From an optimization exercise on the open Yosys and OpenROAD flow, aimed at small area; shortcuts taken in it are not production practice.
The RTL was checked by simulation tests, not by an equivalence proof against the original design.
Power figures rest on the tool's default switching activity, not on a simulated workload. The flow treats the clock pin as an ideal source, which a real chip does not have.

==> flow/design.v (excerpt) <==
module uart_tx_bank
#(
  parameter int n     = 8,
  parameter int depth = 16
) (
  input  logic         clk,
  input  logic         reset,
  input  logic [7:0]   data,
  input  logic [n-1:0] cke,
  input  logic         bit_cke,
  output logic [n-1:0] tx,
  output logic [n-1:0] full,
  output logic [n-1:0] busy,
  output logic [n-1:0] overflow
);
  for (genvar i = 0; i < n; i++) begin : g_port
    uart_tx_port #(
      .depth(depth)
    ) u_port (
      .clk     (clk),
      .reset   (reset),
      .data    (data),
      .we      (cke[i]),
      .bit_cke (bit_cke),
      .tx      (tx[i]),
      .full    (full[i]),
      .busy    (busy[i]),
      .overflow(overflow[i])
    );
  end
endmodule
For scale: ~2400 cells after synthesis, about 1200 flip-flops, roughly 51 I/O pins.
export LEC_CHECK = 0
export CAP_MARGIN = 20
export CORE_MARGIN = 2
export CORE_UTILIZATION = 72
export SLEW_MARGIN = 20
create_clock -name core_clock -period 10.0 [get_ports {clk}]
standard.sh (not shown) runs the stock make flow with config.mk's settings and CLKGATE_MAP_FILE= SYNTH_SCRIPT=/design/flow/synth_recipe.tcl, a recipe that flattens the netlist after the stock synthesis.
==> flow/flow/run.sh <==
#!/bin/bash
# Own layout flow: the standard flow (standard.sh), with three changes.
#  1. Synthesis is the standard synthesis script unchanged, except that
#     ABC maps the logic with an area-oriented script (area.abc) instead of
#     ORFS's delay-oriented one. Registers are mapped by dfflibmap before ABC
#     runs, so their names and cells are those of the standard synthesis.
#  2. Port buffers are the smallest buffer (buf_1); repair_design resizes
#     any that must drive more.
#  3. Clock tree synthesis uses larger sink clusters and
#     no dummy loads.
# make's full output goes to flow.log in the work folder; ORFS writes each
# step's own log under orfs/logs/.
set -euo pipefail
W=$PWD
F=$W/flow

cat > $W/area_synth.tcl <<EOT
# Swap ABC's script for the area-oriented one wherever synthesis sets it.
set ::my_area_abc {$F/area.abc}
proc ::my_area_abc_fix {args} {
  set i [lsearch -exact \$::abc_args -script]
  if { \$i >= 0 && [lindex \$::abc_args [expr {\$i + 1}]] ne \$::my_area_abc } {
    set ::abc_args [lreplace \$::abc_args [expr {\$i + 1}] [expr {\$i + 1}] \$::my_area_abc]
  }
}
trace add variable ::abc_args write ::my_area_abc_fix
source {$W/synth_recipe.tcl}
EOT

CTS="-sink_clustering_enable -repair_clock_nets -dont_use_dummy_load"
CTS="$CTS -buf_list {sky130_fd_sc_hd__clkbuf_16}"
CTS="$CTS -sink_clustering_size 30 -sink_clustering_max_diameter 80"
bash standard.sh SYNTH_SCRIPT=$W/area_synth.tcl "CTS_ARGS=$CTS" \
  "BUFFER_PORTS_ARGS=-buffer_cell sky130_fd_sc_hd__buf_1" finish > $W/flow.log 2>&1
==> flow/flow/area.abc <==
&get -n
&st
&syn2
&dch -f
&nf -a -p -C 32 -F 8 -A 6 -R 1000 -E 10
&st
&syn2
&dch -f
&nf -a -p -C 32 -F 8 -A 6 -R 1000 -E 10
&put
Then changed:
CORE_UTILIZATION = 58   (was 72)
Result:
- die area increases by 24%
- count of clock-buffer cells in the layout increases by 3
- worst hold slack is about the same
- final cell count climbs by 6.0%
Then changed:
--- a/flow/flow/run.sh
+++ b/flow/flow/run.sh
@@ -32 +32 @@
-CTS="$CTS -sink_clustering_size 30 -sink_clustering_max_diameter 80"
+CTS="$CTS -sink_clustering_size 25 -sink_clustering_max_diameter 80"
CORE_UTILIZATION = 65   (was 58)
What happened:
- The new run went through all stages and came out clean
- count of clock-buffer cells in the layout rises by 4
- final cell count is lower by about 2.6%
- synthesized cell count does not change
- sequential share of layout area stays flat
Then changed:
==> flow/run.sh (new file) <==
#!/bin/bash
# synth_recipe.tcl (not shown) runs the flow's synth.tcl, then flattens the netlist and writes it again
# the make line also repeats each setting of config.mk as NAME=value (left out here)
make -C /OpenROAD-flow-scripts/flow DESIGN_CONFIG=/design/flow/config.mk WORK_HOME=/design/flow/orfs CLKGATE_MAP_FILE= SYNTH_SCRIPT=/design/flow/synth_recipe.tcl finish
CTS_BUF_LIST = sky130_fd_sc_hd__clkbuf_16   (was unset)
CTS_CLUSTER_DIAMETER = 80   (was unset)
CTS_CLUSTER_SIZE = 25   (was unset)
removed: flow/flow/run.sh
removed: flow/flow/area.abc
removed: flow/standard.sh
What happened: The changed run finished with timing, DRC and antenna clean; final cell count grows by about a fifth; routed wire length grows by roughly a tenth; final area grows by roughly a tenth; worst setup slack loses 0.33 ns; first-iteration DRC count shrinks by roughly a tenth; register-to-register slack loses 0.75 ns; synthesized area grows by roughly a tenth; power grows by roughly a tenth; sequential power shrinks slightly; clock-buffer cell count grows by 2; global-route usage shrinks by 0.24 points.

========
Setup of job 104:
Starting RTL as in the previous note.
export LEC_CHECK = 0
export CAP_MARGIN = 20
export CORE_MARGIN = 2
export CORE_UTILIZATION = 65
export SLEW_MARGIN = 20
create_clock -name core_clock -period 10.0 [get_ports {clk}]
==> flow/flow/run.sh <==
#!/bin/bash
# Own layout flow: the standard flow (standard.sh), with three changes.
#  1. Synthesis is the standard synthesis script unchanged, except that
#     ABC maps the logic with an area-oriented script (area.abc) instead of
#     ORFS's delay-oriented one. Registers are mapped by dfflibmap before ABC
#     runs, so their names and cells are those of the standard synthesis.
#  2. Port buffers are the smallest buffer (buf_1); repair_design resizes
#     any that must drive more.
#  3. Clock tree synthesis uses larger sink clusters and
#     no dummy loads.
# make's full output goes to flow.log in the work folder; ORFS writes each
# step's own log under orfs/logs/.
set -euo pipefail
W=$PWD
F=$W/flow

cat > $W/area_synth.tcl <<EOT
# Swap ABC's script for the area-oriented one wherever synthesis sets it.
set ::my_area_abc {$F/area.abc}
proc ::my_area_abc_fix {args} {
  set i [lsearch -exact \$::abc_args -script]
  if { \$i >= 0 && [lindex \$::abc_args [expr {\$i + 1}]] ne \$::my_area_abc } {
    set ::abc_args [lreplace \$::abc_args [expr {\$i + 1}] [expr {\$i + 1}] \$::my_area_abc]
  }
}
trace add variable ::abc_args write ::my_area_abc_fix
source {$W/synth_recipe.tcl}
EOT

CTS="-sink_clustering_enable -repair_clock_nets -dont_use_dummy_load"
CTS="$CTS -buf_list {sky130_fd_sc_hd__clkbuf_16}"
CTS="$CTS -sink_clustering_size 30 -sink_clustering_max_diameter 80"
bash standard.sh SYNTH_SCRIPT=$W/area_synth.tcl "CTS_ARGS=$CTS" \
  "BUFFER_PORTS_ARGS=-buffer_cell sky130_fd_sc_hd__buf_1" finish > $W/flow.log 2>&1
==> flow/flow/area.abc <==
&get -n
&st
&syn2
&dch -f
&nf -a -p -C 32 -F 8 -A 6 -R 1000 -E 10
&st
&syn2
&dch -f
&nf -a -p -C 32 -F 8 -A 6 -R 1000 -E 10
&put
Job 104 completed end to end with timing, DRC and antenna clean.
Inputs modified between job 104 and job 101:
-- flow/flow/run.sh --
<<< job 104, line 1
#!/bin/bash
# Own layout flow: the standard flow (standard.sh), with three changes.
#  1. Synthesis is the standard synthesis script unchanged, except that
>>> job 101, line 1
#!/bin/bash
# Own layout flow: the standard flow (standard.sh), with two changes.
#  1. Synthesis is the standard synthesis script unchanged, except that
<<< job 104, line 6
#     runs, so their names and cells are those of the standard synthesis.
#  2. Port buffers are the smallest buffer (buf_1); repair_design resizes
#     any that must drive more.
#  3. Clock tree synthesis uses larger sink clusters and
#     no dummy loads.
>>> job 101, line 6
#     runs, so their names and cells are those of the standard synthesis.
#  2. Clock tree synthesis uses larger sink clusters and
#     no dummy loads.
<<< job 104, line 31
CTS="$CTS -buf_list {sky130_fd_sc_hd__clkbuf_16}"
CTS="$CTS -sink_clustering_size 30 -sink_clustering_max_diameter 80"
bash standard.sh SYNTH_SCRIPT=$W/area_synth.tcl "CTS_ARGS=$CTS" \
  "BUFFER_PORTS_ARGS=-buffer_cell sky130_fd_sc_hd__buf_1" finish > $W/flow.log 2>&1
>>> job 101, line 29
CTS="$CTS -buf_list {sky130_fd_sc_hd__clkbuf_16}"
CTS="$CTS -sink_clustering_size 25 -sink_clustering_max_diameter 80"
bash standard.sh SYNTH_SCRIPT=$W/area_synth.tcl "CTS_ARGS=$CTS" finish > $W/flow.log 2>&1
==> flow/flow/area.abc <==
&get -n
&st
&syn2
&dch -f
&nf -a -R 1000
&st
&syn2
&dch -f
&nf -a -R 1000
&st
&dch -f
&nf -a -R 1000
&put
## What came out
The cell-internal power of job 101 was inferior to that of job 104. [compare] base=job 104 new=job 101: area fraction in compound gates after synthesis about even, combinational group share of total power rose 0.4 points, final weighted congestion in routability-driven placement rose 0.020, total power rose 260 uW. [job 101] reported combinational group power rose about 3% relative to job 104. Job 101 and job 104 ended up with roughly the same clock skew. Synthesized instance count was lower in job 104 than in job 101. Core utilization: job 101 higher than job 104. Compared with job 104, the detailed router inserted more vias in job 101.

-- separate check: timing with driven ports --
In the flow no input, the clock included, has a driving cell. The finished layouts below were timed again as built, in two steps.
Step 1 sets driving cells, clkbuf_16 on the clock port and buf_2 on the other inputs (assumed; they add their load-dependent delay and slew).
Step 2 also shifts input and output timing later by t, the mid clock arrival at the registers, as if the neighbouring blocks saw the same clock.
Slacks: ideal ports / drivers / drivers and shift; pairs: ideal ports / drivers.
| run | t (ns) | setup slack, ns | slew at the worst register clock pin (ns) |
|---|---|---|---|
| the first run of note 1 | 0.684 | 3.919 / 3.855 / 4.325 | 0.11 / 0.11 |
| the second run of note 1 | 0.679 | 3.885 / 3.821 / 4.500 | 0.11 / 0.11 |
| the third run of note 1 | 0.692 | 3.895 / 3.828 / 4.520 | 0.10 / 0.10 |
| the fourth run of note 1 | 0.706 | 3.570 / 3.504 / 4.210 | 0.11 / 0.11 |
| job 104 | 0.674 | 3.952 / 3.884 / 4.559 | 0.11 / 0.11 |
| job 101 | 0.681 | 3.339 / 3.273 / 3.955 | 0.10 / 0.10 |
After both steps setup and hold are still met in every run listed.
